Source: an optimization exercise on an open RTL-to-GDS flow (aim: small area and a short achievable clock period). Production flows keep margins and buffers that such runs may drop. Function was checked by simulation only, so behaviour that the tests miss may differ from the original. No activity file was given, so power comes from the tool's default toggle rates.

==> design/flow/flow/remap.ys.in <==
# Re-map the combinational logic of the standard synthesis, delay first.
# Registers stay the instances the standard synthesis made.
read_liberty -ignore_miss_func @LIB@
read_verilog @IN@
hierarchy -top flow_switch_top
setattr -mod -set keep_hierarchy 1 sky130_fd_sc_hd__dfbbn_1 sky130_fd_sc_hd__dfbbn_2 sky130_fd_sc_hd__dfbbp_1 sky130_fd_sc_hd__dfrbp_1 sky130_fd_sc_hd__dfrbp_2 sky130_fd_sc_hd__dfrtn_1 sky130_fd_sc_hd__dfrtp_1 sky130_fd_sc_hd__dfrtp_2 sky130_fd_sc_hd__dfrtp_4 sky130_fd_sc_hd__dfsbp_1 sky130_fd_sc_hd__dfsbp_2 sky130_fd_sc_hd__dfstp_1 sky130_fd_sc_hd__dfstp_2 sky130_fd_sc_hd__dfstp_4 sky130_fd_sc_hd__dfxbp_1 sky130_fd_sc_hd__dfxbp_2 sky130_fd_sc_hd__dfxtp_1 sky130_fd_sc_hd__dfxtp_2 sky130_fd_sc_hd__dfxtp_4 sky130_fd_sc_hd__dlclkp_1 sky130_fd_sc_hd__dlclkp_2 sky130_fd_sc_hd__dlclkp_4 sky130_fd_sc_hd__dlrbn_1 sky130_fd_sc_hd__dlrbn_2 sky130_fd_sc_hd__dlrbp_1 sky130_fd_sc_hd__dlrbp_2 sky130_fd_sc_hd__dlrtn_1 sky130_fd_sc_hd__dlrtn_2 sky130_fd_sc_hd__dlrtn_4 sky130_fd_sc_hd__dlrtp_1 sky130_fd_sc_hd__dlrtp_2 sky130_fd_sc_hd__dlrtp_4 sky130_fd_sc_hd__dlxbn_1 sky130_fd_sc_hd__dlxbn_2 sky130_fd_sc_hd__dlxbp_1 sky130_fd_sc_hd__dlxtn_1 sky130_fd_sc_hd__dlxtn_2 sky130_fd_sc_hd__dlxtn_4 sky130_fd_sc_hd__dlxtp_1 sky130_fd_sc_hd__edfxbp_1 sky130_fd_sc_hd__edfxtp_1 sky130_fd_sc_hd__lpflow_inputisolatch_1 sky130_fd_sc_hd__sdfbbn_1 sky130_fd_sc_hd__sdfbbn_2 sky130_fd_sc_hd__sdfbbp_1 sky130_fd_sc_hd__sdfrbp_1 sky130_fd_sc_hd__sdfrbp_2 sky130_fd_sc_hd__sdfrtn_1 sky130_fd_sc_hd__sdfrtp_1 sky130_fd_sc_hd__sdfrtp_2 sky130_fd_sc_hd__sdfrtp_4 sky130_fd_sc_hd__sdfsbp_1 sky130_fd_sc_hd__sdfsbp_2 sky130_fd_sc_hd__sdfstp_1 sky130_fd_sc_hd__sdfstp_2 sky130_fd_sc_hd__sdfstp_4 sky130_fd_sc_hd__sdfxbp_1 sky130_fd_sc_hd__sdfxbp_2 sky130_fd_sc_hd__sdfxtp_1 sky130_fd_sc_hd__sdfxtp_2 sky130_fd_sc_hd__sdfxtp_4 sky130_fd_sc_hd__sdlclkp_1 sky130_fd_sc_hd__sdlclkp_2 sky130_fd_sc_hd__sdlclkp_4 sky130_fd_sc_hd__sedfxbp_1 sky130_fd_sc_hd__sedfxbp_2 sky130_fd_sc_hd__sedfxtp_1 sky130_fd_sc_hd__sedfxtp_2 sky130_fd_sc_hd__sedfxtp_4
setattr -set keep 1 t:sky130_fd_sc_hd__df* t:sky130_fd_sc_hd__edf* t:sky130_fd_sc_hd__sdf* t:sky130_fd_sc_hd__dl*
flatten
opt_clean
abc -D @DELAY@ -constr @CONSTR@ -liberty @LIB@ -dont_use sky130_fd_sc_hd__probe_p_8 -dont_use sky130_fd_sc_hd__probec_p_8 -dont_use sky130_fd_sc_hd__lpflow_bleeder_1 -dont_use sky130_fd_sc_hd__lpflow_clkbufkapwr_1 -dont_use sky130_fd_sc_hd__lpflow_clkbufkapwr_16 -dont_use sky130_fd_sc_hd__lpflow_clkbufkapwr_2 -dont_use sky130_fd_sc_hd__lpflow_clkbufkapwr_4 -dont_use sky130_fd_sc_hd__lpflow_clkbufkapwr_8 -dont_use sky130_fd_sc_hd__lpflow_clkinvkapwr_1 -dont_use sky130_fd_sc_hd__lpflow_clkinvkapwr_16 -dont_use sky130_fd_sc_hd__lpflow_clkinvkapwr_2 -dont_use sky130_fd_sc_hd__lpflow_clkinvkapwr_4 -dont_use sky130_fd_sc_hd__lpflow_clkinvkapwr_8 -dont_use sky130_fd_sc_hd__lpflow_decapkapwr_12 -dont_use sky130_fd_sc_hd__lpflow_decapkapwr_3 -dont_use sky130_fd_sc_hd__lpflow_decapkapwr_4 -dont_use sky130_fd_sc_hd__lpflow_decapkapwr_6 -dont_use sky130_fd_sc_hd__lpflow_decapkapwr_8 -dont_use sky130_fd_sc_hd__lpflow_inputiso0n_1 -dont_use sky130_fd_sc_hd__lpflow_inputiso0p_1 -dont_use sky130_fd_sc_hd__lpflow_inputiso1n_1 -dont_use sky130_fd_sc_hd__lpflow_inputiso1p_1 -dont_use sky130_fd_sc_hd__lpflow_inputisolatch_1 -dont_use sky130_fd_sc_hd__lpflow_isobufsrc_1 -dont_use sky130_fd_sc_hd__lpflow_isobufsrc_16 -dont_use sky130_fd_sc_hd__lpflow_isobufsrc_2 -dont_use sky130_fd_sc_hd__lpflow_isobufsrc_4 -dont_use sky130_fd_sc_hd__lpflow_isobufsrc_8 -dont_use sky130_fd_sc_hd__lpflow_isobufsrckapwr_16 -dont_use sky130_fd_sc_hd__lpflow_lsbuf_lh_hl_isowell_tap_1 -dont_use sky130_fd_sc_hd__lpflow_lsbuf_lh_hl_isowell_tap_2 -dont_use sky130_fd_sc_hd__lpflow_lsbuf_lh_hl_isowell_tap_4 -dont_use sky130_fd_sc_hd__lpflow_lsbuf_lh_isowell_4 -dont_use sky130_fd_sc_hd__lpflow_lsbuf_lh_isowell_tap_1 -dont_use sky130_fd_sc_hd__lpflow_lsbuf_lh_isowell_tap_2 -dont_use sky130_fd_sc_hd__lpflow_lsbuf_lh_isowell_tap_4 -dont_use sky130_fd_sc_hd__fill_1 -dont_use sky130_fd_sc_hd__fill_2 -dont_use sky130_fd_sc_hd__fill_4 -dont_use sky130_fd_sc_hd__fill_8 
opt_clean -purge
splitnets
opt_clean -purge
hilomap -singleton -hicell sky130_fd_sc_hd__conb_1 HI -locell sky130_fd_sc_hd__conb_1 LO
insbuf -buf sky130_fd_sc_hd__buf_4 A X
rename -hide w:* i:* o:* %u %d
select flow_switch_top
stat -liberty @LIB@
write_verilog -noattr -nohex -nodec -selected @OUT@
==> design/flow/flow/run.sh <==
#!/bin/bash
# Standard synthesis, then the combinational logic re-mapped by ABC with a
# delay target (registers untouched), then the standard layout steps.
set -euo pipefail
W=$(pwd)
R=$W/orfs/results/$FLOW_PLATFORM/flow_switch_top/base
LIB=$FLOW_HOME/platforms/sky130hd/lib/sky130_fd_sc_hd__tt_025C_1v80.lib
DELAY=${REMAP_DELAY_PS:-1000}
bash standard.sh synth > $W/synth.log 2>&1
cp $R/1_2_yosys.v $W/std_synth.v
sed -e "s|@LIB@|$LIB|g" -e "s|@IN@|$W/std_synth.v|g" -e "s|@OUT@|$W/remap.v|g" \
    -e "s|@DELAY@|$DELAY|g" -e "s|@CONSTR@|$W/flow/abc.constr|g" flow/remap.ys.in > $W/remap.ys
yosys -s $W/remap.ys > $W/remap.log 2>&1
cp $W/remap.v $R/1_2_yosys.v
rm -f $R/1_synth.odb $R/1_synth.sdc
bash standard.sh MATCH_CELL_FOOTPRINT=0 'BUFFER_PORTS_ARGS=-buffer_cell sky130_fd_sc_hd__buf_2' finish > $W/finish.log 2>&1
==> design/flow/config.mk <==
export PLATFORM = sky130hd
export DESIGN_NAME = flow_switch_top
export DESIGN_NICKNAME = flow_switch_top
export VERILOG_FILES = /design/flow/design.v
export SDC_FILE = /design/flow/constraint.sdc
export NUM_CORES = 4
export LEC_CHECK = 0
export CAP_MARGIN = 20
export CORE_MARGIN = 2
export CORE_UTILIZATION = 45
export CTS_BUF_LIST = sky130_fd_sc_hd__clkbuf_8
export CTS_CLUSTER_DIAMETER = 50
export CTS_CLUSTER_SIZE = 16
export PLACE_DENSITY = 0.6
export SETUP_SLACK_MARGIN = 2.2
export SLEW_MARGIN = 20
==> design/flow/flow/abc.constr <==
set_driving_cell sky130_fd_sc_hd__buf_1
set_load 5
==> design/flow/design.v <==
package flow_switch_pkg;
	typedef struct packed {
		logic [1:0] dest;
		logic [3:0] payload;
	} word_fields_t;
	typedef union packed {
		logic [6-1:0] raw;
		word_fields_t       fields;
	} word_u;
	typedef struct packed {
		logic full;
		logic empty;
		logic almost_full;
		logic almost_empty;
		logic error;
	} fifo_status_t;
	typedef struct packed {
		logic               psel;
		logic               penable;
		logic               pwrite;
		logic [4-1:0] paddr;
		logic [8-1:0] pwdata;
	} apb_req_t;
	typedef struct packed {
		logic [8-1:0] prdata;
		logic               pready;
		logic               pslverr;
	} apb_rsp_t;
	typedef struct packed {
		logic [5-1:0] af;
		logic [5-1:0] ae;
	} thresh_t;
endpackage
`timescale 1ns/1ps
module fifo16 (
	input  logic               clk,
	input  logic               reset_L,
	input  logic               i_wr,
	input  logic [6-1:0] i_wr_data,
	input  logic               i_rd,
	output logic [6-1:0] o_head,
	output logic               o_hv,
	output logic               o_overrun
);
	logic [6-1:0] head;
	logic [6-1:0] body [16-1];
	logic [6-1:0] body_head;
	logic               hv;
	logic [7:0]         bcnt;
	logic [15:0]        bsel;
	logic               overrun;
	logic               b_empty;
	logic               full;
	logic               wr_ok;
	always_comb begin
		bsel[0] = !bcnt[7] && !bcnt[0];
		bsel[8] =  bcnt[7] &&  bcnt[0];
		for (int k = 1; k < 8; k++) begin
			bsel[k]     =  bcnt[k-1] && !bcnt[k];
			bsel[k + 8] = !bcnt[k-1] &&  bcnt[k];
		end
	end
	assign b_empty = bsel[0];
	assign full    = hv && bsel[15];
	assign wr_ok = i_wr && (!full || i_rd);
	always_ff @(posedge clk) begin
		if (wr_ok && hv) begin
			body[0] <= i_wr_data;
			for (int k = 1; k < 16-1; k++)
				body[k] <= body[k-1];
		end
	end
	always_comb begin
		body_head = '0;
		for (int k = 1; k < 16; k++)
			body_head = body_head | ({6{bsel[k]}} & body[k-1]);
	end
	always_ff @(posedge clk) begin
		if (i_rd && !b_empty)
			head <= body_head;
		else if (wr_ok && (!hv || i_rd))
			head <= i_wr_data;
	end
	always_ff @(posedge clk) begin
		if (!reset_L) begin
			hv      <= 1'b0;
			bcnt    <= 8'd0;
			overrun <= 1'b0;
		end else begin
			hv <= wr_ok || (hv && !(i_rd && b_empty));
			if (wr_ok && hv && !i_rd)
				bcnt <= {bcnt[6:0], !bcnt[7]};
			else if (i_rd && !b_empty && !wr_ok)
				bcnt <= {!bcnt[0], bcnt[7:1]};
			if (i_wr)
				overrun <= !wr_ok;
		end
	end
	assign o_head    = head;
	assign o_hv      = hv;
	assign o_overrun = overrun;
endmodule
`timescale 1ns/1ps
module vc_arbiter (
	input  logic                            clk,
	input  logic                            reset_L,
	input  logic                            i_enable,
	input  logic [4-1:0]              i_in_valid,
	input  logic [4-1:0][6-1:0] i_in_head,
	input  logic [4-1:0]              i_out_af,
	output logic [4-1:0]              o_in_pop,
	output logic [4-1:0]              o_out_wr,
	output logic [3:0]                      o_out_data
);
	logic [4-1:0] eligible;
	logic [4-1:0] last_q;
	logic [4-1:0] grant;
	logic               grant_vld;
	logic [4-1:0] xfer_wr_d;
	logic [3:0]         xfer_pl_d;
	logic [4-1:0] xfer_wr_q;
	logic [3:0]         xfer_pl_q;
	always_comb begin
		for (int i = 0; i < 4; i++)
			eligible[i] = i_enable && i_in_valid[i] &&
				!i_out_af[i_in_head[i][6-1 -: 2]];
	end
	always_comb begin
		for (int i = 0; i < 4; i++) begin
			logic [1:0] p1, p2, p3;
			p1 = 2'(i + 1);
			p2 = 2'(i + 2);
			p3 = 2'(i + 3);
			grant[i] = eligible[i] && (
				last_q[p3] ||
				(last_q[p2] && !eligible[p3]) ||
				(last_q[p1] && !eligible[p2] && !eligible[p3]) ||
				(last_q[i]  && !eligible[p1] && !eligible[p2] && !eligible[p3]));
		end
	end
	assign grant_vld = |eligible;
	always_comb begin
		xfer_wr_d = '0;
		xfer_pl_d = '0;
		for (int i = 0; i < 4; i++) begin
			if (grant[i]) begin
				xfer_wr_d[i_in_head[i][6-1 -: 2]] = 1'b1;
				xfer_pl_d = xfer_pl_d | i_in_head[i][3:0];
			end
		end
	end
	assign o_in_pop = grant;
	always_ff @(posedge clk) begin
		if (!reset_L) begin
			last_q    <= 4'b1000;
			xfer_wr_q <= '0;
		end else begin
			xfer_wr_q <= xfer_wr_d;
			if (grant_vld)
				last_q <= grant;
		end
	end
	always_ff @(posedge clk)
		xfer_pl_q <= xfer_pl_d;
	assign o_out_wr   = xfer_wr_q;
	assign o_out_data = xfer_pl_q;
endmodule
`timescale 1ns/1ps
module flow_ctrl_regs (
	input  logic               clk,
	input  logic               reset_L,
	input  logic               i_psel,
	input  logic               i_penable,
	input  logic               i_pwrite,
	input  logic [3:0]         i_paddr,
	input  logic [7:0]         i_pwdata,
	output logic [7:0]         o_prdata,
	output logic               o_pready,
	output logic               o_pslverr,
	input  logic [4-1:0] i_in_empty,
	input  logic [4-1:0] i_in_error,
	input  logic [4-1:0] i_out_empty,
	input  logic [4-1:0] i_out_error,
	output logic               o_enable,
	output logic [3:0]         o_af,
	output logic               o_af_wr,
	output logic [3:0]         o_af_wdata
);
	logic       enable_q;
	logic [3:0] af_q;
	logic [3:0] ae_q;
	logic [7:0] err_q;
	logic [7:0] err_clr;
	logic [7:0] rd_mux;
	logic       wr_en;
	logic       thr_wr;
	logic [3:0] af_wr;
	assign wr_en = i_psel && i_penable && i_pwrite;
	assign thr_wr = wr_en && i_paddr == 4'h4;
	assign af_wr  = (i_pwdata[3:0] == 4'd0) ? 4'd1 : i_pwdata[3:0];
	assign err_clr = (wr_en && i_paddr == 4'hC) ? i_pwdata : '0;
	always_ff @(posedge clk) begin
		if (!reset_L) begin
			enable_q <= 1'b0;
			af_q     <= 4'd15;
			ae_q     <= 4'd1;
			err_q    <= '0;
		end else begin
			if (wr_en && i_paddr == 4'h0)
				enable_q <= i_pwdata[0];
			if (thr_wr) begin
				af_q <= af_wr;
				ae_q <= i_pwdata[7:4];
			end
			err_q <= (err_q & ~err_clr) | {i_out_error, i_in_error};
		end
	end
	always_comb begin
		case (i_paddr)
			4'h0:    rd_mux = {7'd0, enable_q};
			4'h4:    rd_mux = {ae_q, af_q};
			4'h8:    rd_mux = {i_in_empty, i_out_empty};
			4'hC:    rd_mux = err_q;
			default: rd_mux = '0;
		endcase
	end
	assign o_prdata  = (i_psel && !i_pwrite) ? rd_mux : '0;
	assign o_pready  = 1'b1;
	assign o_pslverr = i_psel && i_penable && (i_paddr[1:0] != 2'b00);
	assign o_enable = enable_q;
	assign o_af      = af_q;
	assign o_af_wr    = thr_wr;
	assign o_af_wdata = af_wr;
endmodule
`timescale 1ns/1ps
module flow_switch_top (
	input  logic                        clk,
	input  logic                        reset_L,
	input  logic                        i_psel,
	input  logic                        i_penable,
	input  logic                        i_pwrite,
	input  logic [4-1:0]          i_paddr,
	input  logic [8-1:0]          i_pwdata,
	output logic [8-1:0]          o_prdata,
	output logic                        o_pready,
	output logic                        o_pslverr,
	input  logic [4-1:0]          i_push,
	input  logic [4*6-1:0]  i_in_data,
	input  logic [4-1:0]          i_pop,
	output logic [4*6-1:0]  o_out_data,
	output logic [4-1:0]          o_out_empty
);
	logic [4-1:0]              in_empty;
	logic [4-1:0]              in_error;
	logic [4-1:0][6-1:0] in_head;
	logic [4-1:0]              in_pop;
	logic [4-1:0]              out_empty;
	logic [4-1:0]              out_af;
	logic [4-1:0]              out_error;
	logic [4-1:0]              out_wr;
	logic [3:0]                      xfer_data;
	logic                            enable;
	logic [3:0]                      af;
	logic                            af_wr;
	logic [3:0]                      af_wdata;
	for (genvar g = 0; g < 4; g++) begin : g_ch
		logic [3:0] out_head;
		logic       in_hv;
		fifo16 u_in_fifo (
			.clk        (clk),
			.reset_L    (reset_L),
			.i_wr       (i_push[g]),
			.i_wr_data  (i_in_data[g*6 +: 6]),
			.i_rd       (in_pop[g]),
			.o_head     (in_head[g]),
			.o_hv       (in_hv),
			.o_overrun  (in_error[g])
		);
		fifo16_out u_out_fifo (
			.clk        (clk),
			.reset_L    (reset_L),
			.i_wr       (out_wr[g]),
			.i_wr_data  (xfer_data),
			.i_rd       (i_pop[g]),
			.i_af       (af),
			.i_af_wr    (af_wr),
			.i_af_wdata (af_wdata),
			.o_head     (out_head),
			.o_empty    (out_empty[g]),
			.o_af       (out_af[g]),
			.o_underrun (out_error[g])
		);
		assign in_empty[g] = !in_hv;
		assign o_out_data[g*6 +: 6] = i_pop[g] ? {2'(g), out_head} : '0;
		assign o_out_empty[g] = out_empty[g];
	end
	vc_arbiter u_arbiter (
		.clk        (clk),
		.reset_L    (reset_L),
		.i_enable   (enable),
		.i_in_valid (~in_empty),
		.i_in_head  (in_head),
		.i_out_af   (out_af),
		.o_in_pop   (in_pop),
		.o_out_wr   (out_wr),
		.o_out_data (xfer_data)
	);
	flow_ctrl_regs u_regs (
		.clk         (clk),
		.reset_L     (reset_L),
		.i_psel      (i_psel),
		.i_penable   (i_penable),
		.i_pwrite    (i_pwrite),
		.i_paddr     (i_paddr),
		.i_pwdata    (i_pwdata),
		.o_prdata    (o_prdata),
		.o_pready    (o_pready),
		.o_pslverr   (o_pslverr),
		.i_in_empty  (in_empty),
		.i_in_error  (in_error),
		.i_out_empty (out_empty),
		.i_out_error (out_error),
		.o_enable    (enable),
		.o_af        (af),
		.o_af_wr     (af_wr),
		.o_af_wdata  (af_wdata)
	);
endmodule
module fifo16_out (
	input  logic       clk,
	input  logic       reset_L,
	input  logic       i_wr,
	input  logic [3:0] i_wr_data,
	input  logic       i_rd,
	input  logic [3:0] i_af,
	input  logic       i_af_wr,
	input  logic [3:0] i_af_wdata,
	output logic [3:0] o_head,
	output logic       o_empty,
	output logic       o_af,
	output logic       o_underrun
);
	logic [3:0] head;
	logic [3:0] body [16-1];
	logic [4:0] fill;
	logic [4:0] fill_next;
	logic [3:0] bidx;
	logic       empty;
	logic       af;
	logic       underrun;
	logic       b_empty;
	logic       rd_ok;
	logic       up;
	logic       dn;
	logic       af_up;
	logic       af_hold;
	logic       af_dn;
	assign b_empty = (fill[4:1] == 4'd0);
	assign rd_ok   = i_rd && !empty;
	assign up      = i_wr && !rd_ok;
	assign dn      = rd_ok && !i_wr;
	assign bidx    = 4'(fill - 5'd2);
	always_ff @(posedge clk) begin
		if (i_wr && !empty) begin
			body[0] <= i_wr_data;
			for (int k = 1; k < 16-1; k++)
				body[k] <= body[k-1];
		end
	end
	always_ff @(posedge clk) begin
		if (rd_ok && !b_empty)
			head <= body[bidx];
		else if (i_wr && (empty || rd_ok))
			head <= i_wr_data;
	end
	assign fill_next = up ? fill + 5'd1 : dn ? fill - 5'd1 : fill;
	assign af_up   = ({1'b0, fill} + 6'd1 >= {2'b0, i_af});
	assign af_hold = (fill >= {1'b0, i_af});
	assign af_dn   = (fill > {1'b0, i_af});
	always_ff @(posedge clk) begin
		if (!reset_L) begin
			fill     <= 5'd0;
			empty    <= 1'b1;
			af       <= 1'b0;
			underrun <= 1'b0;
		end else begin
			fill  <= fill_next;
			empty <= (fill_next == 5'd0);
			if (i_af_wr)
				af <= (fill_next >= {1'b0, i_af_wdata});
			else
				af <= up ? af_up : dn ? af_dn : af_hold;
			if (i_rd)
				underrun <= empty;
		end
	end
	assign o_head     = head;
	assign o_empty    = empty;
	assign o_af       = af;
	assign o_underrun = underrun;
endmodule
==> design/flow/constraint.sdc <==
create_clock -name core_clock -period 5.0 [get_ports {clk}]
set_input_delay 1.0000 -clock core_clock [delete_from_list [all_inputs] [get_ports {clk}]]
set_output_delay 1.0000 -clock core_clock [all_outputs]
set_load 0.01 [all_outputs]
==> design/flow/standard.sh <==
#!/bin/bash
# synth_recipe.tcl (not shown) runs the flow's synth.tcl, then flattens the netlist and writes it again
# the make line also repeats each setting of config.mk as NAME=value (left out here)
make -C /OpenROAD-flow-scripts/flow DESIGN_CONFIG=/design/flow/config.mk WORK_HOME=/design/flow/orfs CLKGATE_MAP_FILE= SYNTH_SCRIPT=/design/flow/synth_recipe.tcl "${@:-finish}"
==> impl_results.md, run 1 <==
- Clock latency on the worst-skew pair: 0.71 ns
- CP delay by family, top: simple AND/OR/NAND/NOR gates
- Clock Root Buffer: clkbuf_8
- DR iter-0 viols: 2,466
- Final hold vios: 0
- Vias per inst: 6.090
- Post-DRT Antenna Nets: 0
- Grt total ovfl: 0
- Worst EP required: 4.00 ns
- Startpoint Class: input port
- Via count: 19,260
- First-pass GRT wire length: 109,800 um
- IO Pins: 87
- Initial core utilization: a little under half
- Max incr delay on CP: 0.28 ns
- Clk sinks: 741
- CTS H-tree depth: 3
- Die area: 67,410 sq um
- Remaining design rule violation count: 0
- Final WL: 72,430 um
- Worst vdd rail ir drop: 0.2562 mV
- Port buffer count: 81
- Reg-to-Reg Start: g_ch[2].u_in_fifo.head[4]
- Worst Hold Launch: g_ch[2].u_in_fifo.body[2][4]
- Outcome: complete, no violations
- Worst min-delay path category: flip-flop to flip-flop
- Peak Freq: 350.9 MHz
- CP Buf/Inv Count: 2
- Layout cell share with drive strength beyond 1: 15.10%
- Slew Viols, Final: 0
- Core Region: 64,580 sq um
- Reg clk slew, reported paths: 0.10 ns
- Rows: slightly above 90
- Static leakage: 10.81 nW
- CP Cell Sequence: buf_6 -> nor2_4 -> nand3b_1 -> or2_4 -> nor3_4 -> buf_2
- Vias in the first global route: between 15,000 and 20,000
- Unrepaired setup endpoints after global routing: true
- Router iterations before antenna repair: 8
- Cts hold-fix bufs: 0
- Total CTS buffers: 78
- WL/cell: 22.91 um
- Avg Cell Area, Syn: 13.90 sq um
- TritonCTS clock tree: yes
- Fin crit share: 57.00%
- P&R area growth vs syn: 12.90%
- Fill count: 5,489
- Clock Path Buffers: 3
- Period minus WS final: 2.850 ns
- Nets: between 2,000 and 2,500
- Synthesized instance count: between 2,000 and 2,500
- Overall routing resource usage: between 20% and 30%
- Crit-path slowest cell: or2_4
- Worst setup EP type: output port
- Pin count of the biggest net entering global routing: 91
- Post-DP HPWL: 45,580 um
- Clock Skews: approximately 0.050 ns
- Crit path DAT: between 1.5 and 2 ns
- Die height: ~260 um
- Slew headroom: 29.61%
- Sum Neg Setup Slack: 0 ns
- Routability cong.: 0.8819
- Final Setup Violations: 0
- Setup CP Type: input port to output port
- Post-route cell area: about 33,000 sq um
- Mapped Area: 29,410 sq um
- Slew @ Worst Pin: 1.054 ns
- Max-cap check violation count: 0
- Yosys warns: 6
- Initial antenna violation count: 4
- Pwr dens: 414.3 nW/um^2
- Maximum fanout along the worst path: 3
- Die width: roughly 260 um
- Start point of the critical path: i_paddr[1]
- DP Area: 30,780 sq um
-- layout make-up --
| class | instances | area, sq um | area share, % |
|---|---|---|---|
| inverters | 46 | 172.7 | 0.5201 |
| clock inverters | 60 | 596.8 | 1.798 |
| flip-flops and latches | 741 | 21260 | 64.03 |
| well taps | 855 | 1070 | 3.222 |
| clock buffers | 81 | 1115 | 3.358 |
| repair buffers | 129 | 958.4 | 2.887 |
| diodes | 3 | 7.507 | 0.02261 |
| multi-input cells | 1247 | 8021 | 24.16 |
-- cells in the final DEF, fill, tap and decap left out, types with 13 or more instances in the layout --
master,count
a222oi_1,59
o22ai_1,20
nand4_1,17
mux2i_1,15
nor2b_1,50
and2_1,28
buf_2,76
dfxtp_1,90
inv_1,50
a31oi_1,33
a22o_1,23
a32oi_1,15
xnor2_1,19
a21oi_1,136
o21ai_0,80
nor2_1,170
a221oi_1,37
nand2_1,129
clkbuf_8,81
nand3_1,50
inv_6,14
edfxtp_1,640
o211ai_1,13
nor3_1,26
buf_4,36
a22oi_1,97
-- power by group --
| part | internal (mW) | switching (mW) |
|---|---|---|
| Combinational | 0.813 | 1.39 |
| Clock | 1.82 | 2.43 |
| Sequential | 6.94 | 0.362 |
| Total | 9.58 | 4.17 |
-- final timing paths --
| kind | endpoint | slack (ns) | cells after the start |
|---|---|---|---|
| hold / removal | g_ch[2].u_in_fifo.body[3][4] | 0.43 | 0 |
| hold reg to reg | g_ch[2].u_in_fifo.body[3][4] | 0.43 | 0 |
| setup reg to reg | g_ch[0].u_in_fifo.body[7][0] | 2.24 | 7 |
| setup / recovery | o_prdata[1] | 2.15 | 6 |
-- flip-flops by register name (all words and copies together) (netlist names), 8 cells and up --
name and count:
g_ch.u_out_fifo.fill 20, g_ch.u_out_fifo.head 16, g_ch.u_out_fifo.body 240, u_regs.err_q 8
g_ch.u_in_fifo.body 360, g_ch.u_in_fifo.bcnt 32, g_ch.u_in_fifo.head 24
-- repair_timing --
| action | in CTS | in global routing |
|---|---|---|
| pin swaps | 8 | 12 |
| buffers inserted | 4 | 12 |
| setup endpoints to repair | 451 | 455 |
| resized for setup | 54 | 69 |
| cloned | 2 | 6 |
-- worst reg2reg max path: stages, from the launching register on --
cell	delay (ns)
edfxtp_1	0.50
mux2i_1	0.16
o211ai_1	0.29
o22ai_1	0.22
o41ai_2	0.43
nor2_2	0.20
a21oi_4	0.28
clkbuf_16	0.31
-- per-layer routing --
| layer | vias to the layer above | GRT usage (%) | wire length (um) |
|---|---|---|---|
| met5 | - | 0 | 13 |
| met4 | 2 | 8.254 | 2357 |
| met3 | 154 | 4.006 | 4999 |
| met2 | 846 | 32.13 | 33530 |
| met1 | 9582 | 29.58 | 31530 |
| li1 | 8671 | - | - |
-- metrics by stage --
| step | worst slack [ns] | total power [mW] | util (%) | std cells | hold slack, ns |
|---|---|---|---|---|---|
| after floorplan | 1.421 | 8.823 | - | 2119 | 0.4081 |
| after global placement | 1.563 | 9.497 | 47.66 | 2994 | 0.4258 |
| after detailed placement | 1.429 | 9.520 | 47.66 | 2994 | 0.4306 |
| after CTS | 2.101 | 13.78 | 50.69 | 3141 | 0.4177 |
| after global routing | 2.076 | 14.36 | 51.41 | 3162 | 0.4332 |
| final | 2.150 | 13.76 | 51.41 | 3162 | 0.4348 |
==> inputs of run 2 (changes only) <==
--- a/design/flow/flow/run.sh
+++ b/design/flow/flow/run.sh
@@ -5,7 +5,7 @@
 W=$(pwd)
 R=$W/orfs/results/$FLOW_PLATFORM/flow_switch_top/base
 LIB=$FLOW_HOME/platforms/sky130hd/lib/sky130_fd_sc_hd__tt_025C_1v80.lib
-DELAY=${REMAP_DELAY_PS:-1000}
+DELAY=${REMAP_DELAY_PS:-2000}
 bash standard.sh synth > $W/synth.log 2>&1
 cp $R/1_2_yosys.v $W/std_synth.v
 sed -e "s|@LIB@|$LIB|g" -e "s|@IN@|$W/std_synth.v|g" -e "s|@OUT@|$W/remap.v|g" \
--- a/design/flow/flow/remap.ys.in
+++ b/design/flow/flow/remap.ys.in
@@ -7,7 +7,12 @@
 setattr -set keep 1 t:sky130_fd_sc_hd__df* t:sky130_fd_sc_hd__edf* t:sky130_fd_sc_hd__sdf* t:sky130_fd_sc_hd__dl*
 flatten
 opt_clean
-abc -D @DELAY@ -constr @CONSTR@ -liberty @LIB@ -dont_use sky130_fd_sc_hd__probe_p_8 -dont_use sky130_fd_sc_hd__probec_p_8 -dont_use sky130_fd_sc_hd__lpflow_bleeder_1 -dont_use sky130_fd_sc_hd__lpflow_clkbufkapwr_1 -dont_use sky130_fd_sc_hd__lpflow_clkbufkapwr_16 -dont_use sky130_fd_sc_hd__lpflow_clkbufkapwr_2 -dont_use sky130_fd_sc_hd__lpflow_clkbufkapwr_4 -dont_use sky130_fd_sc_hd__lpflow_clkbufkapwr_8 -dont_use sky130_fd_sc_hd__lpflow_clkinvkapwr_1 -dont_use sky130_fd_sc_hd__lpflow_clkinvkapwr_16 -dont_use sky130_fd_sc_hd__lpflow_clkinvkapwr_2 -dont_use sky130_fd_sc_hd__lpflow_clkinvkapwr_4 -dont_use sky130_fd_sc_hd__lpflow_clkinvkapwr_8 -dont_use sky130_fd_sc_hd__lpflow_decapkapwr_12 -dont_use sky130_fd_sc_hd__lpflow_decapkapwr_3 -dont_use sky130_fd_sc_hd__lpflow_decapkapwr_4 -dont_use sky130_fd_sc_hd__lpflow_decapkapwr_6 -dont_use sky130_fd_sc_hd__lpflow_decapkapwr_8 -dont_use sky130_fd_sc_hd__lpflow_inputiso0n_1 -dont_use sky130_fd_sc_hd__lpflow_inputiso0p_1 -dont_use sky130_fd_sc_hd__lpflow_inputiso1n_1 -dont_use sky130_fd_sc_hd__lpflow_inputiso1p_1 -dont_use sky130_fd_sc_hd__lpflow_inputisolatch_1 -dont_use sky130_fd_sc_hd__lpflow_isobufsrc_1 -dont_use sky130_fd_sc_hd__lpflow_isobufsrc_16 -dont_use sky130_fd_sc_hd__lpflow_isobufsrc_2 -dont_use sky130_fd_sc_hd__lpflow_isobufsrc_4 -dont_use sky130_fd_sc_hd__lpflow_isobufsrc_8 -dont_use sky130_fd_sc_hd__lpflow_isobufsrckapwr_16 -dont_use sky130_fd_sc_hd__lpflow_lsbuf_lh_hl_isowell_tap_1 -dont_use sky130_fd_sc_hd__lpflow_lsbuf_lh_hl_isowell_tap_2 -dont_use sky130_fd_sc_hd__lpflow_lsbuf_lh_hl_isowell_tap_4 -dont_use sky130_fd_sc_hd__lpflow_lsbuf_lh_isowell_4 -dont_use sky130_fd_sc_hd__lpflow_lsbuf_lh_isowell_tap_1 -dont_use sky130_fd_sc_hd__lpflow_lsbuf_lh_isowell_tap_2 -dont_use sky130_fd_sc_hd__lpflow_lsbuf_lh_isowell_tap_4 -dont_use sky130_fd_sc_hd__fill_1 -dont_use sky130_fd_sc_hd__fill_2 -dont_use sky130_fd_sc_hd__fill_4 -dont_use sky130_fd_sc_hd__fill_8 
+# The APB read-data cone first, for delay alone: ABC cannot see that its
+# inputs arrive late and its outputs are due early
+select -set rdcone o:o_prdata o:o_pslverr %u %ci*:-sky130_fd_sc_hd__dfxtp_1[Q,D]:-sky130_fd_sc_hd__edfxtp_1[Q,D,DE]
+abc -D 100 -constr @CONSTR@ -dont_use sky130_fd_sc_hd__and3_1 -dont_use sky130_fd_sc_hd__and3_2 -dont_use sky130_fd_sc_hd__and3_4 -dont_use sky130_fd_sc_hd__and3b_1 -dont_use sky130_fd_sc_hd__and3b_2 -dont_use sky130_fd_sc_hd__and3b_4 -dont_use sky130_fd_sc_hd__and4_1 -dont_use sky130_fd_sc_hd__and4_2 -dont_use sky130_fd_sc_hd__and4_4 -dont_use sky130_fd_sc_hd__and4b_1 -dont_use sky130_fd_sc_hd__and4b_2 -dont_use sky130_fd_sc_hd__and4b_4 -dont_use sky130_fd_sc_hd__and4bb_1 -dont_use sky130_fd_sc_hd__and4bb_2 -dont_use sky130_fd_sc_hd__and4bb_4 -dont_use sky130_fd_sc_hd__or2_0 -dont_use sky130_fd_sc_hd__or2_1 -dont_use sky130_fd_sc_hd__or2_2 -dont_use sky130_fd_sc_hd__or2_4 -dont_use sky130_fd_sc_hd__or2b_1 -dont_use sky130_fd_sc_hd__or2b_2 -dont_use sky130_fd_sc_hd__or2b_4 -dont_use sky130_fd_sc_hd__or3_1 -dont_use sky130_fd_sc_hd__or3_2 -dont_use sky130_fd_sc_hd__or3_4 -dont_use sky130_fd_sc_hd__or3b_1 -dont_use sky130_fd_sc_hd__or3b_2 -dont_use sky130_fd_sc_hd__or3b_4 -dont_use sky130_fd_sc_hd__or4_1 -dont_use sky130_fd_sc_hd__or4_2 -dont_use sky130_fd_sc_hd__or4_4 -dont_use sky130_fd_sc_hd__or4b_1 -dont_use sky130_fd_sc_hd__or4b_2 -dont_use sky130_fd_sc_hd__or4b_4 -dont_use sky130_fd_sc_hd__or4bb_1 -dont_use sky130_fd_sc_hd__or4bb_2 -dont_use sky130_fd_sc_hd__or4bb_4  -liberty @LIB@ -dont_use sky130_fd_sc_hd__probe_p_8 -dont_use sky130_fd_sc_hd__probec_p_8 -dont_use sky130_fd_sc_hd__lpflow_bleeder_1 -dont_use sky130_fd_sc_hd__lpflow_clkbufkapwr_1 -dont_use sky130_fd_sc_hd__lpflow_clkbufkapwr_16 -dont_use sky130_fd_sc_hd__lpflow_clkbufkapwr_2 -dont_use sky130_fd_sc_hd__lpflow_clkbufkapwr_4 -dont_use sky130_fd_sc_hd__lpflow_clkbufkapwr_8 -dont_use sky130_fd_sc_hd__lpflow_clkinvkapwr_1 -dont_use sky130_fd_sc_hd__lpflow_clkinvkapwr_16 -dont_use sky130_fd_sc_hd__lpflow_clkinvkapwr_2 -dont_use sky130_fd_sc_hd__lpflow_clkinvkapwr_4 -dont_use sky130_fd_sc_hd__lpflow_clkinvkapwr_8 -dont_use sky130_fd_sc_hd__lpflow_decapkapwr_12 -dont_use sky130_fd_sc_hd__lpflow_decapkapwr_3 -dont_use sky130_fd_sc_hd__lpflow_decapkapwr_4 -dont_use sky130_fd_sc_hd__lpflow_decapkapwr_6 -dont_use sky130_fd_sc_hd__lpflow_decapkapwr_8 -dont_use sky130_fd_sc_hd__lpflow_inputiso0n_1 -dont_use sky130_fd_sc_hd__lpflow_inputiso0p_1 -dont_use sky130_fd_sc_hd__lpflow_inputiso1n_1 -dont_use sky130_fd_sc_hd__lpflow_inputiso1p_1 -dont_use sky130_fd_sc_hd__lpflow_inputisolatch_1 -dont_use sky130_fd_sc_hd__lpflow_isobufsrc_1 -dont_use sky130_fd_sc_hd__lpflow_isobufsrc_16 -dont_use sky130_fd_sc_hd__lpflow_isobufsrc_2 -dont_use sky130_fd_sc_hd__lpflow_isobufsrc_4 -dont_use sky130_fd_sc_hd__lpflow_isobufsrc_8 -dont_use sky130_fd_sc_hd__lpflow_isobufsrckapwr_16 -dont_use sky130_fd_sc_hd__lpflow_lsbuf_lh_hl_isowell_tap_1 -dont_use sky130_fd_sc_hd__lpflow_lsbuf_lh_hl_isowell_tap_2 -dont_use sky130_fd_sc_hd__lpflow_lsbuf_lh_hl_isowell_tap_4 -dont_use sky130_fd_sc_hd__lpflow_lsbuf_lh_isowell_4 -dont_use sky130_fd_sc_hd__lpflow_lsbuf_lh_isowell_tap_1 -dont_use sky130_fd_sc_hd__lpflow_lsbuf_lh_isowell_tap_2 -dont_use sky130_fd_sc_hd__lpflow_lsbuf_lh_isowell_tap_4 -dont_use sky130_fd_sc_hd__fill_1 -dont_use sky130_fd_sc_hd__fill_2 -dont_use sky130_fd_sc_hd__fill_4 -dont_use sky130_fd_sc_hd__fill_8  @rdcone
+select -clear
+abc -D @DELAY@ -liberty @LIB@ -dont_use sky130_fd_sc_hd__probe_p_8 -dont_use sky130_fd_sc_hd__probec_p_8 -dont_use sky130_fd_sc_hd__lpflow_bleeder_1 -dont_use sky130_fd_sc_hd__lpflow_clkbufkapwr_1 -dont_use sky130_fd_sc_hd__lpflow_clkbufkapwr_16 -dont_use sky130_fd_sc_hd__lpflow_clkbufkapwr_2 -dont_use sky130_fd_sc_hd__lpflow_clkbufkapwr_4 -dont_use sky130_fd_sc_hd__lpflow_clkbufkapwr_8 -dont_use sky130_fd_sc_hd__lpflow_clkinvkapwr_1 -dont_use sky130_fd_sc_hd__lpflow_clkinvkapwr_16 -dont_use sky130_fd_sc_hd__lpflow_clkinvkapwr_2 -dont_use sky130_fd_sc_hd__lpflow_clkinvkapwr_4 -dont_use sky130_fd_sc_hd__lpflow_clkinvkapwr_8 -dont_use sky130_fd_sc_hd__lpflow_decapkapwr_12 -dont_use sky130_fd_sc_hd__lpflow_decapkapwr_3 -dont_use sky130_fd_sc_hd__lpflow_decapkapwr_4 -dont_use sky130_fd_sc_hd__lpflow_decapkapwr_6 -dont_use sky130_fd_sc_hd__lpflow_decapkapwr_8 -dont_use sky130_fd_sc_hd__lpflow_inputiso0n_1 -dont_use sky130_fd_sc_hd__lpflow_inputiso0p_1 -dont_use sky130_fd_sc_hd__lpflow_inputiso1n_1 -dont_use sky130_fd_sc_hd__lpflow_inputiso1p_1 -dont_use sky130_fd_sc_hd__lpflow_inputisolatch_1 -dont_use sky130_fd_sc_hd__lpflow_isobufsrc_1 -dont_use sky130_fd_sc_hd__lpflow_isobufsrc_16 -dont_use sky130_fd_sc_hd__lpflow_isobufsrc_2 -dont_use sky130_fd_sc_hd__lpflow_isobufsrc_4 -dont_use sky130_fd_sc_hd__lpflow_isobufsrc_8 -dont_use sky130_fd_sc_hd__lpflow_isobufsrckapwr_16 -dont_use sky130_fd_sc_hd__lpflow_lsbuf_lh_hl_isowell_tap_1 -dont_use sky130_fd_sc_hd__lpflow_lsbuf_lh_hl_isowell_tap_2 -dont_use sky130_fd_sc_hd__lpflow_lsbuf_lh_hl_isowell_tap_4 -dont_use sky130_fd_sc_hd__lpflow_lsbuf_lh_isowell_4 -dont_use sky130_fd_sc_hd__lpflow_lsbuf_lh_isowell_tap_1 -dont_use sky130_fd_sc_hd__lpflow_lsbuf_lh_isowell_tap_2 -dont_use sky130_fd_sc_hd__lpflow_lsbuf_lh_isowell_tap_4 -dont_use sky130_fd_sc_hd__fill_1 -dont_use sky130_fd_sc_hd__fill_2 -dont_use sky130_fd_sc_hd__fill_4 -dont_use sky130_fd_sc_hd__fill_8 
 opt_clean -purge
 splitnets
 opt_clean -purge
==> impl_results.md, run 2 <==
- Nets: 2,290 (-0.087%)
- Post-DRT Antenna Nets: 0 (unchanged)
- Post-DP HPWL: 45,400 um (-0.40%)
- Vias in the first global route: 18,490 (-1.3%)
- Sum Neg Setup Slack: 0 ns (unchanged)
- Vias per inst: 6.048 (-0.68%)
- Via count: 19,110 (-0.78%)
- Die width: 258.6 um (-0.38%)
- Routability cong.: 0.8942 (+1.4%)
- Initial antenna violation count: 4 (unchanged)
- Clk sinks: 741 (unchanged)
- Grt total ovfl: 0 (unchanged)
- Cts hold-fix bufs: 0 (unchanged)
- Total CTS buffers: 75 (-3.8%)
- Clock Skews: 0.04606 ns (-0.004105 ns)
- Worst min-delay path category: flip-flop to flip-flop
- Slew Viols, Final: 0 (unchanged)
- Fin crit share: 58.43% (+1.4 points)
- Layout cell share with drive strength beyond 1: 15.16% (+0.057 points)
- TritonCTS clock tree: yes
- Yosys warns: 6 (unchanged)
- Core Region: 64,230 sq um (-0.54%)
- Max-cap check violation count: 0 (unchanged)
- DR iter-0 viols: 2,248 (-8.8%)
- Final hold vios: 0 (unchanged)
- Final WL: 72,720 um (+0.39%)
- CTS H-tree depth: 3 (unchanged)
- Slew headroom: 31.14% (+1.5 points)
- Reg with most FFs: g_ch.u_in_fifo.body
- Worst EP required: 5.40 ns (+1.40 ns)
- Total Power: 13.65 mW (-0.80%)
- Overall routing resource usage: 21.04% (+0.092 points)
- Peak Freq: 342.3 MHz (-2.4%)
- Remaining design rule violation count: 0 (unchanged)
- Rows: 93 (unchanged)
- Reg clk slew, reported paths: 0.10 ns (about the same)
- IO Pins: 87 (unchanged)
- Port buffer count: 81 (unchanged)
- Most common cell after layout, fill and taps aside: edfxtp_1
- Startpoint Class: flip-flop
- Static leakage: 10.79 nW (-0.15%)
- WHS: 0.4320 ns (-0.002843 ns)
- Commonest non-fill, non-tap cells in the layout: 640 x edfxtp_1, 164 x nor2_1, 139 x nand2_1
- Worst vdd rail ir drop: 0.2515 mV (-1.8%)
- Crit-path slowest cell: edfxtp_1
- Biggest regs: g_ch.u_in_fifo.body x360, g_ch.u_out_fifo.body x240, g_ch.u_in_fifo.bcnt x32
- Post-route cell area: 33,440 sq um (+0.73%)
- Unrepaired setup endpoints after global routing: true
- Clock latency on the worst-skew pair: 0.70 ns (about the same)
- Maximum fanout along the worst path: 11 (+8)
- Core Util, Final: 52.06% (+0.66 points)
- Mapped Area: 29,180 sq um (-0.77%)
- Worst setup EP type: flip-flop
- Slew @ Worst Pin: 1.031 ns (-0.02280 ns)
- Period minus WS final: 2.921 ns (+0.07138 ns)
- Avg Cell Area, Syn: 14.30 sq um (+2.9%)
- Pin count of the biggest net entering global routing: 91 (unchanged)
- Largest register FFs: 360 (unchanged)
- Outcome: complete, no violations
- Synthesized instance count: 2,041 (-3.5%)
- Max incr delay on CP: 0.48 ns (+0.20 ns)
- First-pass GRT wire length: 109,500 um (-0.27%)
- Die height: 258.6 um (-0.38%)
- Setup CP Type: flip-flop to flip-flop
- Final Setup Violations: 0 (unchanged)
- CP Cell Sequence: mux2i_1 -> o211ai_1 -> buf_4 -> o21ai_4 -> a311oi_4 -> or2_4 -> inv_4 -> a21oi_4 -> buf_12 -> clkbuf_16
- Die area: 66,900 sq um (-0.76%)
- Clock Path Buffers: 3 (unchanged)
- WL/cell: 23.02 um (+0.49%)
- DP Area: 30,810 sq um (about the same)
- Crit path DAT: 3.32 ns (+1.47 ns)
- P&R area growth vs syn: 14.60%
- Router iterations before antenna repair: 6 (-2)
- Clock Root Buffer: clkbuf_8
- Pwr dens: 408.1 nW/um^2 (-1.5%)
- Initial core utilization: 45.43% (-0.10 points)
[run 2: routing by layer]
metal	global-route usage [%]	part of all wire (%)	vias up
li1	-	-	8669
met1	30.02	44	9545
met2	32.87	47	751
met3	3.766	6.9	136
met4	6.728	2.5	4
met5	0	0.043	-
[run 2: area by class of cell]
type	instances	area (sq um)
fill	5435	30790
antenna	2	5.005
timing repair buffer	134	1127
sequential	741	21270
clock buffer	80	1101
multi-input combinational	1248	8199
inverter	41	156.4
tap	855	1070
clock inverter	58	515.5
[run 2: worst max-delay path: cells and delay by family, from the launching register on]
family / cells / cell delay, ns
flip-flops: 1 / 0.48
AND/OR/NAND/NOR: 1 / 0.25
AO/OA/AOI/OAI: 4 / 1.07
buffers and inverters: 4 / 0.64
multiplexers: 1 / 0.16
[run 2: final timing paths]
kind,start,endpoint,slack [ns],cells after the start
worst min-delay path,g_ch[2].u_in_fifo.body[7][2],g_ch[2].u_in_fifo.body[8][2],0.43,0
worst max register to register,g_ch[2].u_in_fifo.head[4],g_ch[0].u_in_fifo.body[9][2],2.08,10
worst max-delay path,g_ch[2].u_in_fifo.head[4],g_ch[0].u_in_fifo.body[9][2],2.08,10
worst min register to register,g_ch[2].u_in_fifo.body[7][2],g_ch[2].u_in_fifo.body[8][2],0.43,0
[run 2: timing repair]
action,4_1_cts,5_1_grt
setup endpoints to repair,442,455
setup buffers,13,9
gates cloned,2,13
gates resized for setup,68,80
pin swaps,8,12
[run 2: power breakdown]
part           internal (mW)  switching (mW)  leakage, nW
combinational          0.817            1.36         3.25
clock                   1.84            2.30        0.828
sequential              6.95           0.377         6.71
[run 2: through the flow]
step	setup slack, ns	std cells
2_1_floorplan	1.400	2044
3_3_place_gp	1.652	2982
3_5_place_dp	1.612	2982
4_1_cts	2.139	3135
5_1_grt	2.044	3159
6_report	2.079	3159
==> inputs of run 3 (changes only) <==
==> design/flow/flow/remap.ys.in (replaced) <==
# Re-map the combinational logic of the standard synthesis, delay first.
# Registers stay the instances the standard synthesis made.
read_liberty -ignore_miss_func @LIB@
read_verilog @IN@
hierarchy -top flow_switch_top
setattr -mod -set keep_hierarchy 1 sky130_fd_sc_hd__dfbbn_1 sky130_fd_sc_hd__dfbbn_2 sky130_fd_sc_hd__dfbbp_1 sky130_fd_sc_hd__dfrbp_1 sky130_fd_sc_hd__dfrbp_2 sky130_fd_sc_hd__dfrtn_1 sky130_fd_sc_hd__dfrtp_1 sky130_fd_sc_hd__dfrtp_2 sky130_fd_sc_hd__dfrtp_4 sky130_fd_sc_hd__dfsbp_1 sky130_fd_sc_hd__dfsbp_2 sky130_fd_sc_hd__dfstp_1 sky130_fd_sc_hd__dfstp_2 sky130_fd_sc_hd__dfstp_4 sky130_fd_sc_hd__dfxbp_1 sky130_fd_sc_hd__dfxbp_2 sky130_fd_sc_hd__dfxtp_1 sky130_fd_sc_hd__dfxtp_2 sky130_fd_sc_hd__dfxtp_4 sky130_fd_sc_hd__dlclkp_1 sky130_fd_sc_hd__dlclkp_2 sky130_fd_sc_hd__dlclkp_4 sky130_fd_sc_hd__dlrbn_1 sky130_fd_sc_hd__dlrbn_2 sky130_fd_sc_hd__dlrbp_1 sky130_fd_sc_hd__dlrbp_2 sky130_fd_sc_hd__dlrtn_1 sky130_fd_sc_hd__dlrtn_2 sky130_fd_sc_hd__dlrtn_4 sky130_fd_sc_hd__dlrtp_1 sky130_fd_sc_hd__dlrtp_2 sky130_fd_sc_hd__dlrtp_4 sky130_fd_sc_hd__dlxbn_1 sky130_fd_sc_hd__dlxbn_2 sky130_fd_sc_hd__dlxbp_1 sky130_fd_sc_hd__dlxtn_1 sky130_fd_sc_hd__dlxtn_2 sky130_fd_sc_hd__dlxtn_4 sky130_fd_sc_hd__dlxtp_1 sky130_fd_sc_hd__edfxbp_1 sky130_fd_sc_hd__edfxtp_1 sky130_fd_sc_hd__lpflow_inputisolatch_1 sky130_fd_sc_hd__sdfbbn_1 sky130_fd_sc_hd__sdfbbn_2 sky130_fd_sc_hd__sdfbbp_1 sky130_fd_sc_hd__sdfrbp_1 sky130_fd_sc_hd__sdfrbp_2 sky130_fd_sc_hd__sdfrtn_1 sky130_fd_sc_hd__sdfrtp_1 sky130_fd_sc_hd__sdfrtp_2 sky130_fd_sc_hd__sdfrtp_4 sky130_fd_sc_hd__sdfsbp_1 sky130_fd_sc_hd__sdfsbp_2 sky130_fd_sc_hd__sdfstp_1 sky130_fd_sc_hd__sdfstp_2 sky130_fd_sc_hd__sdfstp_4 sky130_fd_sc_hd__sdfxbp_1 sky130_fd_sc_hd__sdfxbp_2 sky130_fd_sc_hd__sdfxtp_1 sky130_fd_sc_hd__sdfxtp_2 sky130_fd_sc_hd__sdfxtp_4 sky130_fd_sc_hd__sdlclkp_1 sky130_fd_sc_hd__sdlclkp_2 sky130_fd_sc_hd__sdlclkp_4 sky130_fd_sc_hd__sedfxbp_1 sky130_fd_sc_hd__sedfxbp_2 sky130_fd_sc_hd__sedfxtp_1 sky130_fd_sc_hd__sedfxtp_2 sky130_fd_sc_hd__sedfxtp_4
setattr -set keep 1 t:sky130_fd_sc_hd__df* t:sky130_fd_sc_hd__edf* t:sky130_fd_sc_hd__sdf* t:sky130_fd_sc_hd__dl*
flatten
opt_clean
# The APB read-data cone first, for delay alone: ABC cannot see that its
# inputs arrive late and its outputs are due early
select -set rdcone o:o_prdata o:o_pslverr %u %ci*:-sky130_fd_sc_hd__dfxtp_1[Q,D]:-sky130_fd_sc_hd__edfxtp_1[Q,D,DE]
abc -D 100 -constr @CONSTR@ -liberty @LIB@ -dont_use sky130_fd_sc_hd__probe_p_8 -dont_use sky130_fd_sc_hd__probec_p_8 -dont_use sky130_fd_sc_hd__lpflow_bleeder_1 -dont_use sky130_fd_sc_hd__lpflow_clkbufkapwr_1 -dont_use sky130_fd_sc_hd__lpflow_clkbufkapwr_16 -dont_use sky130_fd_sc_hd__lpflow_clkbufkapwr_2 -dont_use sky130_fd_sc_hd__lpflow_clkbufkapwr_4 -dont_use sky130_fd_sc_hd__lpflow_clkbufkapwr_8 -dont_use sky130_fd_sc_hd__lpflow_clkinvkapwr_1 -dont_use sky130_fd_sc_hd__lpflow_clkinvkapwr_16 -dont_use sky130_fd_sc_hd__lpflow_clkinvkapwr_2 -dont_use sky130_fd_sc_hd__lpflow_clkinvkapwr_4 -dont_use sky130_fd_sc_hd__lpflow_clkinvkapwr_8 -dont_use sky130_fd_sc_hd__lpflow_decapkapwr_12 -dont_use sky130_fd_sc_hd__lpflow_decapkapwr_3 -dont_use sky130_fd_sc_hd__lpflow_decapkapwr_4 -dont_use sky130_fd_sc_hd__lpflow_decapkapwr_6 -dont_use sky130_fd_sc_hd__lpflow_decapkapwr_8 -dont_use sky130_fd_sc_hd__lpflow_inputiso0n_1 -dont_use sky130_fd_sc_hd__lpflow_inputiso0p_1 -dont_use sky130_fd_sc_hd__lpflow_inputiso1n_1 -dont_use sky130_fd_sc_hd__lpflow_inputiso1p_1 -dont_use sky130_fd_sc_hd__lpflow_inputisolatch_1 -dont_use sky130_fd_sc_hd__lpflow_isobufsrc_1 -dont_use sky130_fd_sc_hd__lpflow_isobufsrc_16 -dont_use sky130_fd_sc_hd__lpflow_isobufsrc_2 -dont_use sky130_fd_sc_hd__lpflow_isobufsrc_4 -dont_use sky130_fd_sc_hd__lpflow_isobufsrc_8 -dont_use sky130_fd_sc_hd__lpflow_isobufsrckapwr_16 -dont_use sky130_fd_sc_hd__lpflow_lsbuf_lh_hl_isowell_tap_1 -dont_use sky130_fd_sc_hd__lpflow_lsbuf_lh_hl_isowell_tap_2 -dont_use sky130_fd_sc_hd__lpflow_lsbuf_lh_hl_isowell_tap_4 -dont_use sky130_fd_sc_hd__lpflow_lsbuf_lh_isowell_4 -dont_use sky130_fd_sc_hd__lpflow_lsbuf_lh_isowell_tap_1 -dont_use sky130_fd_sc_hd__lpflow_lsbuf_lh_isowell_tap_2 -dont_use sky130_fd_sc_hd__lpflow_lsbuf_lh_isowell_tap_4 -dont_use sky130_fd_sc_hd__fill_1 -dont_use sky130_fd_sc_hd__fill_2 -dont_use sky130_fd_sc_hd__fill_4 -dont_use sky130_fd_sc_hd__fill_8  @rdcone
select -clear
abc -D @DELAY@ -liberty @LIB@ -dont_use sky130_fd_sc_hd__probe_p_8 -dont_use sky130_fd_sc_hd__probec_p_8 -dont_use sky130_fd_sc_hd__lpflow_bleeder_1 -dont_use sky130_fd_sc_hd__lpflow_clkbufkapwr_1 -dont_use sky130_fd_sc_hd__lpflow_clkbufkapwr_16 -dont_use sky130_fd_sc_hd__lpflow_clkbufkapwr_2 -dont_use sky130_fd_sc_hd__lpflow_clkbufkapwr_4 -dont_use sky130_fd_sc_hd__lpflow_clkbufkapwr_8 -dont_use sky130_fd_sc_hd__lpflow_clkinvkapwr_1 -dont_use sky130_fd_sc_hd__lpflow_clkinvkapwr_16 -dont_use sky130_fd_sc_hd__lpflow_clkinvkapwr_2 -dont_use sky130_fd_sc_hd__lpflow_clkinvkapwr_4 -dont_use sky130_fd_sc_hd__lpflow_clkinvkapwr_8 -dont_use sky130_fd_sc_hd__lpflow_decapkapwr_12 -dont_use sky130_fd_sc_hd__lpflow_decapkapwr_3 -dont_use sky130_fd_sc_hd__lpflow_decapkapwr_4 -dont_use sky130_fd_sc_hd__lpflow_decapkapwr_6 -dont_use sky130_fd_sc_hd__lpflow_decapkapwr_8 -dont_use sky130_fd_sc_hd__lpflow_inputiso0n_1 -dont_use sky130_fd_sc_hd__lpflow_inputiso0p_1 -dont_use sky130_fd_sc_hd__lpflow_inputiso1n_1 -dont_use sky130_fd_sc_hd__lpflow_inputiso1p_1 -dont_use sky130_fd_sc_hd__lpflow_inputisolatch_1 -dont_use sky130_fd_sc_hd__lpflow_isobufsrc_1 -dont_use sky130_fd_sc_hd__lpflow_isobufsrc_16 -dont_use sky130_fd_sc_hd__lpflow_isobufsrc_2 -dont_use sky130_fd_sc_hd__lpflow_isobufsrc_4 -dont_use sky130_fd_sc_hd__lpflow_isobufsrc_8 -dont_use sky130_fd_sc_hd__lpflow_isobufsrckapwr_16 -dont_use sky130_fd_sc_hd__lpflow_lsbuf_lh_hl_isowell_tap_1 -dont_use sky130_fd_sc_hd__lpflow_lsbuf_lh_hl_isowell_tap_2 -dont_use sky130_fd_sc_hd__lpflow_lsbuf_lh_hl_isowell_tap_4 -dont_use sky130_fd_sc_hd__lpflow_lsbuf_lh_isowell_4 -dont_use sky130_fd_sc_hd__lpflow_lsbuf_lh_isowell_tap_1 -dont_use sky130_fd_sc_hd__lpflow_lsbuf_lh_isowell_tap_2 -dont_use sky130_fd_sc_hd__lpflow_lsbuf_lh_isowell_tap_4 -dont_use sky130_fd_sc_hd__fill_1 -dont_use sky130_fd_sc_hd__fill_2 -dont_use sky130_fd_sc_hd__fill_4 -dont_use sky130_fd_sc_hd__fill_8 
opt_clean -purge
splitnets
opt_clean -purge
hilomap -singleton -hicell sky130_fd_sc_hd__conb_1 HI -locell sky130_fd_sc_hd__conb_1 LO
insbuf -buf sky130_fd_sc_hd__buf_4 A X
rename -hide w:* i:* o:* %u %d
select flow_switch_top
stat -liberty @LIB@
write_verilog -noattr -nohex -nodec -selected @OUT@
--- a/design/flow/config.mk
+++ b/design/flow/config.mk
@@ -12,5 +12,5 @@
 export CTS_CLUSTER_DIAMETER = 50
 export CTS_CLUSTER_SIZE = 16
 export PLACE_DENSITY = 0.6
-export SETUP_SLACK_MARGIN = 2.2
+export SETUP_SLACK_MARGIN = 2.4
 export SLEW_MARGIN = 20
==> impl_results.md, run 3 <==
- Final hold vios: 0 (unchanged)
- CP Cell Sequence: buf_12 -> or3b_4 -> o221ai_4 -> a211oi_2 -> buf_2
- P&R area growth vs syn: 16.98%
- Max incr delay on CP: 0.38 ns (-0.10 ns)
- Final Setup Violations: 0 (unchanged)
- Biggest regs: g_ch.u_in_fifo.body x360, g_ch.u_out_fifo.body x240, g_ch.u_in_fifo.bcnt x32
- Setup CP Type: input port to output port
- Met3 Resource Use GR: 3.570% (-0.20 points)
- Clock latency on the worst-skew pair: 0.71 ns (about the same)
- IO Pins: 87 (unchanged)
- Layout cell share with drive strength beyond 1: 18.73% (+3.6 points)
- Crit path DAT: 1.81 ns (-1.51 ns)
- Port buffer count: 81 (unchanged)
- Remaining design rule violation count: 0 (unchanged)
- Grt total ovfl: 0 (unchanged)
- Max-cap check violation count: 0 (unchanged)
- Core Region: 64,350 sq um (+0.18%)
- Initial antenna violation count: 4 (unchanged)
- Worst min-delay path category: flip-flop to flip-flop
- Static leakage: 11.12 nW (+3.0%)
- Yosys warns: 6 (unchanged)
- Fill count: 5,301 (-2.5%)
- Worst EP required: 4.00 ns (-1.40 ns)
- Vias per inst: 6.085 (+0.62%)
- Top Usage Layer GRT: met2
- Die width: 258.7 um (about the same)
- Slew @ Worst Pin: 1.087 ns (+0.05601 ns)
- Commonest non-fill, non-tap cells in the layout: 640 x edfxtp_1, 154 x nor2_1, 139 x nand2_1
- Mapped Area: 29,190 sq um (about the same)
- Worst vdd rail ir drop: 0.1919 mV (-24%)
- Unrepaired setup endpoints after global routing: true
- Overall routing resource usage: 21.00% (-0.039 points)
- Total CTS buffers: 79 (+5.3%)
- Multi-input logic area: 8379 sq um (+2.2%)
- Crit-path slowest cell: or3b_4
- Pin count of the biggest net entering global routing: 91 (unchanged)
- Avg Cell Area, Syn: 14.30 sq um (about the same)
- Clock Path Buffers: 3 (unchanged)
- CTS H-tree depth: 3 (unchanged)
- WHS: 0.4409 ns (+0.008926 ns)
- CP Buf/Inv Count: 2 (-2)
- Outcome: complete, no violations
- Die area: 66,930 sq um (about the same)
- Post-DP HPWL: 45,200 um (-0.45%)
- Peak Freq: 355.3 MHz (+3.8%)
- Sum Neg Setup Slack: 0 ns (unchanged)
- Initial core utilization: 45.37% (-0.061 points)
- Router iterations before antenna repair: 6 (unchanged)
- TritonCTS clock tree: yes
- Cells after DPL: 2,983 (+0.034%)
- Via count: 19,470 (+1.9%)
- Met1 usage: 29.85% (-0.17 points)
- Period minus WS final: 2.814 ns (-0.1071 ns)
- Vias in the first global route: 18,650 (+0.88%)
- Maximum fanout along the worst path: 6 (-5)
- Post-route cell area: 34,150 sq um (+2.1%)
- Post-DRT Antenna Nets: 0 (unchanged)
- Fin crit share: 56.28% (-2.1 points)
- Final WL: 73,530 um (+1.1%)
- Nets: 2,327 (+1.6%)
- Worst setup EP type: output port
- Register area: 21,280 sq um (about the same)
- Slew Viols, Final: 0 (unchanged)
- Post-Layout Cell Count: 3,200 (+1.3%)
- Clk sinks: 741 (unchanged)
- Routability cong.: 0.8963 (+0.23%)
- Pwr dens: 410.4 nW/um^2 (+0.57%)
- WL/cell: 22.98 um (-0.17%)
- Most common cell after layout, fill and taps aside: edfxtp_1
- Reg clk slew, reported paths: 0.09 ns (about the same)
- Clock Skews: 0.04070 ns (-0.005359 ns)
- Met2 Resource Use GR: 32.60% (-0.28 points)
- Clock Root Buffer: clkbuf_8
- DR iter-0 viols: 2,447 (+8.9%)
- Slew headroom: 27.39% (-3.7 points)
- DP Area: 30,900 sq um (+0.32%)
- Die height: 258.7 um (about the same)
- Largest register FFs: 360 (unchanged)
- Reg with most FFs: g_ch.u_in_fifo.body
- CP delay by family, top: simple AND/OR/NAND/NOR gates
- Startpoint Class: input port
- Synthesized instance count: 2,042 (+0.049%)
- First-pass GRT wire length: 109,900 um (+0.36%)
- Rows: 93 (unchanged)
[run 3: power breakdown]
part	switching, mW	leakage [nW]	internal (mW)
registers	0.382	6.71	6.96
logic	1.37	3.48	0.863
clock network	2.45	0.925	2.00
total	4.20	11.1	9.82
[run 3: per-stage QoR]
stage	worst slack, ns	total power [mW]	util (%)
final	2.186	14.02	53.08
after CTS	2.178	13.98	51.96
after global placement	1.500	9.476	48.02
after global routing	2.162	14.61	53.08
after floorplan	1.400	8.777	-
after detailed placement	1.573	9.487	48.03
[run 3: area by class of cell]
cell class	instances	area share, %
Timing Repair Buffer	163	4.242
Tap cell	855	3.132
Multi-Input combinational cell	1252	24.53
Clock buffer	82	3.305
Clock inverter	65	1.989
Sequential cell	741	62.31
Inverter	41	0.4799
Antenna cell	1	0.007327
[run 3: path summary, 6_finish.rpt]
check	slack, ns	cells past startpoint	to	from
min reg2reg	0.44	0	g_ch[3].u_in_fifo.body[8][2]	g_ch[3].u_in_fifo.body[7][2]
min	0.44	0	g_ch[3].u_in_fifo.body[8][2]	g_ch[3].u_in_fifo.body[7][2]
max	2.19	5	o_prdata[0]	i_paddr[3]
max reg2reg	2.24	10	g_ch[0].u_in_fifo.body[0][3]	g_ch[2].u_in_fifo.head[4]
[run 3: metal layers]
metal | up-vias | routed length, um
li1 | 8743 | -
met1 | 9656 | 31580
met2 | 900 | 34120
met3 | 169 | 5490
met4 | 4 | 2313
met5 | - | 30
[run 3: what timing repair did]
action,CTS,global route
pin swaps,15,24
buffers inserted,23,24
hold buffers,0,0
gates cloned,9,13
endpoints found under the setup margin,469,454
gates resized for setup,123,74
==> inputs of run 4 (changes only) <==
--- a/design/flow/config.mk
+++ b/design/flow/config.mk
@@ -12,5 +12,5 @@
 export CTS_CLUSTER_DIAMETER = 50
 export CTS_CLUSTER_SIZE = 16
 export PLACE_DENSITY = 0.6
-export SETUP_SLACK_MARGIN = 2.4
+export SETUP_SLACK_MARGIN = 2.6
 export SLEW_MARGIN = 20
==> impl_results.md, run 4 <==
- Outcome: complete, no violations
- Core Util, Final: 57.25% (+4.2 points)
- Biggest regs: g_ch.u_in_fifo.body x360, g_ch.u_out_fifo.body x240, g_ch.u_in_fifo.bcnt x32
- Post-DRT Antenna Nets: 0 (unchanged)
- WL/cell: 23.99 um (+4.4%)
- Peak Freq: 351.6 MHz (-1.0%)
- Post-DP HPWL: 45,870 um (+1.5%)
- Clock Skews: 0.03372 ns (-0.006984 ns)
- Initial core utilization: 45.37% (unchanged)
- Port buffer count: 81 (unchanged)
- Pin count of the biggest net entering global routing: 61 (-33%)
- Router iterations before antenna repair: 9 (+3)
- Post-route cell area: 36,840 sq um (+7.9%)
- Start point of the critical path: g_ch[1].u_in_fifo.head[5]
- Largest register FFs: 360 (unchanged)
- Total CTS buffers: 74 (-6.3%)
- Crit path DAT: 3.27 ns (+1.46 ns)
- Worst vdd rail ir drop: 0.2572 mV (+34%)
- Final Setup Violations: 0 (unchanged)
- First-pass GRT wire length: 114,700 um (+4.4%)
- Synthesized instance count: 2,042 (unchanged)
- Max incr delay on CP: 0.47 ns (+0.09 ns)
- Overall routing resource usage: 22.17% (+1.2 points)
- CP Buf/Inv Count: 5 (+3)
- Avg Cell Area, Syn: 14.30 sq um (unchanged)
- Static leakage: 12.23 nW (+10%)
- Period minus WS final: 2.844 ns (+0.02965 ns)
- Clock Path Buffers: 3 (unchanged)
- Cells after DPL: 2,986 (+0.10%)
- Routability cong.: 0.9056 (+1.0%)
- Setup CP Type: flip-flop to flip-flop
- Core Region: 64,350 sq um (unchanged)
- Die width: 258.7 um (unchanged)
- Reg-to-Reg Start: g_ch[1].u_in_fifo.head[5]
- Pwr dens: 383.9 nW/um^2 (-6.5%)
- Vias in the first global route: 19,320 (+3.6%)
- Most common cell after layout, fill and taps aside: edfxtp_1
- Remaining design rule violation count: 0 (unchanged)
- Fill count: 4,960 (-6.4%)
- Max-cap check violation count: 0 (unchanged)
- Clock latency on the worst-skew pair: 0.71 ns (about the same)
- Clock Root Buffer: clkbuf_8
- Worst min-delay path category: flip-flop to flip-flop
- TritonCTS clock tree: yes
- Startpoint Class: flip-flop
- Die area: 66,930 sq um (unchanged)
- Total Power: 14.14 mW (+0.89%)
- Via count: 20,570 (+5.6%)
- Worst setup EP type: flip-flop
-- run 4: changes by cell type in the layout (fill, tap and decap cells not counted), moves of 9 or more --
cell / delta
buf_6: +66
buf_4: +34
clkbuf_16: +27
nor2_1: -22
a21oi_1: -20
nor2_4: +20
a21oi_2: +17
buf_8: +14
buf_2: -12
buf_12: +10
o21ai_0: -10
nand2_1: -9
-- run 4: through the flow --
stage          setup slack (ns)  hold WS, ns
6_report                  2.156       0.4387
5_1_grt                   2.094       0.4454
4_1_cts                   2.172       0.4258
3_5_place_dp              1.736       0.4171
3_3_place_gp              1.810       0.4279
2_1_floorplan             1.411       0.4081
-- run 4: layout make-up --
type / instances / area (sq um) / share of cell area, %
inverter: 41 / 171.4 / 0.4653
clock inverter: 58 / 565.5 / 1.535
tap: 855 / 1070 / 2.904
antenna: 4 / 10.01 / 0.02717
multi-input combinational: 1254 / 9080 / 24.65
timing repair buffer: 305 / 3536 / 9.598
sequential: 741 / 21310 / 57.84
clock buffer: 80 / 1101 / 2.989
-- run 4: repair_timing --
item	4_1_cts	5_1_grt
gates resized for setup	249	211
pin swaps	71	83
buffers inserted	80	58
cloned	30	42
endpoints found under the setup margin	498	545
-- run 4: final timing paths --
path	endpoint	slack (ns)	cells past startpoint
setup reg to reg	g_ch[0].u_in_fifo.body[14][4]	2.16	10
hold reg to reg	g_ch[3].u_in_fifo.body[14][0]	0.44	0
hold / removal	g_ch[3].u_in_fifo.body[14][0]	0.44	0
setup / recovery	g_ch[0].u_in_fifo.body[14][4]	2.16	10
-- run 4: routing by layer --
layer | wire length [um] | vias to the layer above | part of all wire [%] | track usage (%)
met5 | 16 | - | 0.020 | 0
met4 | 2551 | 2 | 3.2 | 8.076
met3 | 6374 | 211 | 8.0 | 4.049
met2 | 37900 | 1030 | 47 | 34.90
met1 | 33230 | 10290 | 41 | 30.95
li1 | - | 9039 | - | -
-- run 4: power breakdown --
part,total [mW],switching (mW),leakage (nW),internal (mW)
Clock,4.23,2.33,0.882,1.90
Combinational,2.56,1.50,4.63,1.06
Sequential,7.36,0.385,6.72,6.97
Total,14.1,4.21,12.2,9.93

[afterwards: timing with drivers on the ports]
The flow's constraints put no driver on any port. The routed layouts listed below were extracted and timed again, unchanged, in two steps.
Step 1: set_driving_cell puts a clkbuf_16 on clk and a buf_2 on each other input, an assumption about the parent block.
Step 2 times the ports against the registers' clock, not the clock port: input delays grow and output delays shrink by t, the midpoint of the rising clock arrivals with the driver on.
a / b / c = no drivers / after step 1 / after step 2; a / b = the first two.
run | shift t [ns] | slack for setup (ns)
run 1 | 0.752 | 2.150 / 2.114 / 1.730
run 2 | 0.737 | 2.079 / 2.079 / 1.686
run 3 | 0.752 | 2.186 / 2.100 / 1.835
run 4 | 0.762 | 2.156 / 2.070 / 1.987
After both steps every run listed still meets setup and hold.
